Source: an optimization exercise on an open RTL-to-GDS flow (aim: small area, a short achievable clock period and few clock cycles). Production flows keep margins and buffers that such runs may drop. In this exercise RTL edits were held to simulation tests only and were not proved equivalent to the original. Power and IR drop assume default switching activity.

## job 5650
Design signed_int_to_decimal_ascii_top, start of the top module:
module signed_int_to_decimal_ascii_top #(
  parameter int unsigned VALUE_BITS = sitda_pkg::VALUE_BITS_DEF
) (
  input  logic                         clk_i,
  input  logic                         rst_ni,
  input  logic                         in_valid_i,
  output logic                         in_ready_o,
  input  logic signed [VALUE_BITS-1:0] value_i,
  output logic                         out_valid_o,
  input  logic                         out_ready_i,
  output logic [sitda_pkg::CHAR_W-1:0] char_code_o,
  output logic                         last_char_o
);
  localparam int unsigned BcdW = sitda_pkg::BCD_W;
  localparam int unsigned PartW = 33;
  typedef struct packed {
    logic [3:0] n;
    logic       first;
    logic       last;
    logic       neg;
  } nib_t;
  typedef struct packed {
    logic       minus;
    logic [3:0] dig;
    logic       last;
  } och_t;
  logic            f_act_q;   
  logic [7:0]      fptr_q;    
  logic            h_v_q;     
  nib_t            h_q;
  logic            t_v_q;     
  nib_t            t_q;
  logic            cneg_q;    
  logic            czero_q;   
  logic            esingle_q;  
  logic            elast_q;   
  logic [PartW-1:0] bcd_q;
  logic            ebusy_q;
  logic            efirst_q;  
  logic            enegp_q;   
  logic            einc_q;    
  logic [9:0]      p1h_q;     
  logic [BcdW-1:0] dig_q;
  logic            o0_v_q;    
  och_t            o0_q;
  logic        neg;
  logic [31:0] u;
  logic [7:0]  flag;          
  logic [7:0]  first1h;       
  logic [7:0]  sel;
  nib_t        fnib;
  assign neg = value_i[VALUE_BITS-1];
  assign u   = value_i ^ {32{neg}};
  always_comb begin
    flag[0] = 1'b0;
    flag[1] = 1'b1;
    for (int j = 2; j < 8; j++) begin
      flag[j] = |u[4*j +: 4];
    end
    for (int j = 0; j < 8; j++) begin
      first1h[j] = flag[j] && !(|(flag & (8'hFF << (j+1))));
    end
  end
  assign sel = f_act_q ? fptr_q : first1h;
  always_comb begin
    for (int b = 0; b < 4; b++) begin
      logic [7:0] mb;
  ...
Size: ~1100 cells after synthesis, ~120 flip-flops, ~47 I/O pins.
clock: 4.5 ns
lec_check: 0
abc_area: 1
cap_margin: 20
core_margin: 2
core_utilization: 40
cts_buf_list: sky130_fd_sc_hd__clkbuf_4 sky130_fd_sc_hd__clkbuf_8
place_density: 0.5
setup_slack_margin: 2.0
slew_margin: 20
standard.sh (not shown) runs the stock make flow with config.mk's settings and CLKGATE_MAP_FILE= SYNTH_SCRIPT=/design/flow/synth_recipe.tcl, a recipe that flattens the netlist after the stock synthesis.
==> flow/flow/run.sh <==
#!/bin/bash
# The standard layout, with buf_1 cells as the port buffers instead of the default choice.
# Each step's full output goes to a log file of its own in this folder.
set -euo pipefail
bash standard.sh synth > synth.log 2>&1
bash standard.sh "BUFFER_PORTS_ARGS=-buffer_cell sky130_fd_sc_hd__buf_1" finish > layout.log 2>&1
Testbench counts of job 5650, summed over its fixed seeds: cycles 75,110.
#### Input delta (job 6553 over job 5650)
Settings: clearing PLACE_DENSITY, which used to be 0.5; swapping sky130_fd_sc_hd__clkbuf_4 sky130_fd_sc_hd__clkbuf_8 for sky130_fd_sc_hd__clkbuf_8 in CTS_BUF_LIST.
## What came out
Job 6553 vs job 5650 — fraction of power spent switching nets dropped 0.74 points. All of job 6553 and job 5650 finish clean. Looking only at part of the total power dissipated in sequential elements, and setting everything else aside, the higher value of job 6553 and job 5650 goes to job 6553. The maximum fanout encountered on the critical timing path number comes out higher for job 5650 vs job 6553. The fraction of the core area covered by cells at the end of the flow of job 5650 and that of job 6553 are within noise of each other. The power in sequential cells of job 5650 and that of job 6553 are within noise of each other. Design area essentially unchanged between job 5650 and job 6553. On leakage power figure, job 6553 and job 5650 are neck and neck. Job 5650 reports its category of the most critical setup path as flop to flop while job 6553 reports flop to output port.
Inputs modified between job 6553 and job 6455:
Settings: swapping sky130_fd_sc_hd__clkbuf_8 for sky130_fd_sc_hd__clkbuf_4 sky130_fd_sc_hd__clkbuf_8 in CTS_BUF_LIST; swapping 40 for 55 in CORE_UTILIZATION.
==> notes.md <==
Delta (job 6455 minus job 6553): worst reg-to-reg path cell count now sits higher; worst-case setup slack after placement rose 0.013 ns; number of well taps went down 30%.
Job 6455 vs job 6553: die area down by more than a quarter
For the detailed-routed wire length on met2, job 6455 came in 7.6% lower than job 6553 did.
Job 6455 ends up with a cell count that is 78 lower than in job 6553.
Cell-internal power was lower in the run labelled job 6553.
The maximum frequency of job 6455 and that of job 6553 are within noise of each other.
The final period utilization was comparable across job 6553 and job 6455.
## Diff of input files: job 4030 against job 6455
Settings: CORE_UTILIZATION changed from 55 to 40; CTS_BUF_LIST removed (was sky130_fd_sc_hd__clkbuf_4 sky130_fd_sc_hd__clkbuf_8); SETUP_SLACK_MARGIN changed from 2.0 to 2.4.
Results
- Job 4030 vs job 6455: switching component of the power up
- Job 4030 vs. job 6455: post-detailed-routing wire length increased by 17% relative to the old numbers; clock skew closely matched the old numbers; minimum clock period after layout decreased by 0.0096 ns relative to the old numbers; number of standard cells in the final layout excluding fillers increased by 173 relative to the old numbers.
- Per the comparison of job 4030 with job 6455, design area rose by 2300 sq um, sequential cell area stayed essentially flat, number of logic stages on the critical path including buffering fell by 1, smallest setup slack after layout rose by 0.0096 ns.
The inputs of job 6071 differ from those of job 4030 as listed below.
Settings: swapping 2.4 for 1.8 in SETUP_SLACK_MARGIN.
==> flow/run.sh (new file) <==
#!/bin/bash
# synth_recipe.tcl (not shown) runs the flow's synth.tcl, then flattens the netlist and writes it again
# the make line also repeats each setting of config.mk as NAME=value (left out here)
make -C /OpenROAD-flow-scripts/flow DESIGN_CONFIG=/design/flow/config.mk WORK_HOME=/design/flow/orfs CLKGATE_MAP_FILE= SYNTH_SCRIPT=/design/flow/synth_recipe.tcl finish
removed: flow/flow/run.sh
removed: flow/standard.sh
Job 6071 closes out successfully: all stages finished, all timing, DRC and antenna checks passed.
Job 4030 finished all stages; the layout is clean.
The multi-input logic area of job 6071 falls short of that of job 4030 by 1300 sq um.
Job 6071 improves on job 4030 in routed wire length.
The layout multi-input combinational cell count of job 4030 and that of job 6071 are within noise of each other.
Against job 4030 as the reference, job 6071 delivers a higher first-iteration DRC count.
For job 8418, these inputs were changed with respect to job 6071:
Settings: setting CTS_BUF_LIST to sky130_fd_sc_hd__clkbuf_4 sky130_fd_sc_hd__clkbuf_8 for the first time; changing SETUP_SLACK_MARGIN from 1.8 to 2.0.
==> flow/flow/run.sh (new file) <==
#!/bin/bash
# The standard layout, with buf_1 cells as the port buffers instead of the default choice.
# Each step's full output goes to a log file of its own in this folder.
set -euo pipefail
bash standard.sh synth > synth.log 2>&1
bash standard.sh "BUFFER_PORTS_ARGS=-buffer_cell sky130_fd_sc_hd__buf_1" finish > layout.log 2>&1
==> flow/standard.sh (new file) <==
#!/bin/bash
# synth_recipe.tcl (not shown) runs the flow's synth.tcl, then flattens the netlist and writes it again
# the make line also repeats each setting of config.mk as NAME=value (left out here)
make -C /OpenROAD-flow-scripts/flow DESIGN_CONFIG=/design/flow/config.mk WORK_HOME=/design/flow/orfs CLKGATE_MAP_FILE= SYNTH_SCRIPT=/design/flow/synth_recipe.tcl "${@:-finish}"
removed: flow/run.sh
Notes after the runs:
- Job 8418 vs. job 6071: wire length essentially unchanged, slew at the pin closest to its max-slew limit down 0.30 ns, global-route wire length before repair went down by 0.88%.
- In job 8418, growth of design area from synthesis to finish is lower than in job 6071.
- Job 8418 against job 6071: cell area lost 250 sq um, final worst setup slack picked up an extra 0.13 ns.
- Compared to job 6071, job 8418 has non-clock buffer count about 13% higher.
- Taking job 8418 over job 6071, the violation count after the first detailed-route iteration ratio works out to 1.10.
- Per the comparison of job 8418 with job 6071, via count moved up, clock network fraction of total power saw a decrease, final RePlAce weighted congestion dropped 1.0%.

[what the ideal ports hide]
No port has a modelled driver above. Below, the same layouts with a new extraction and two added sets of constraints.
Step 1 assumes that a clkbuf_16 drives the clock port and a buf_2 every other input.
Step 2 also shifts input and output timing later by t, the mid clock arrival at the registers, as if the neighbouring blocks saw the same clock.
Three values: no drivers, after step 1, after step 2; two values: the first two.
run | t (ns) | setup slack, ns | latest minus earliest clock arrival (ns) | slew at the worst register clock pin (ns) | pins driven straight from the clock port
job 5650 | 0.484 | 2.100 / 2.059 / 1.648 | 0.018 / 0.018 | 0.08 / 0.08 | 1
job 6553 | 0.480 | 2.067 / 2.028 / 1.656 | 0.011 / 0.011 | 0.08 / 0.08 | 1
job 6455 | 0.481 | 2.072 / 2.033 / 1.766 | 0.015 / 0.015 | 0.08 / 0.08 | 1
job 4030 | 0.461 | 2.081 / 2.034 / 1.723 | 0.015 / 0.015 | 0.06 / 0.06 | 1
job 6071 | 0.455 | 1.941 / 1.895 / 1.594 | 0.009 / 0.009 | 0.05 / 0.05 | 1
job 8418 | 0.480 | 2.072 / 2.033 / 1.655 | 0.011 / 0.011 | 0.08 / 0.08 | 1
After both steps every run listed still meets setup and hold. For job 5650, which loses most, drivers alone change the setup slack by -0.041 ns; drivers and shift together by -0.452 ns.
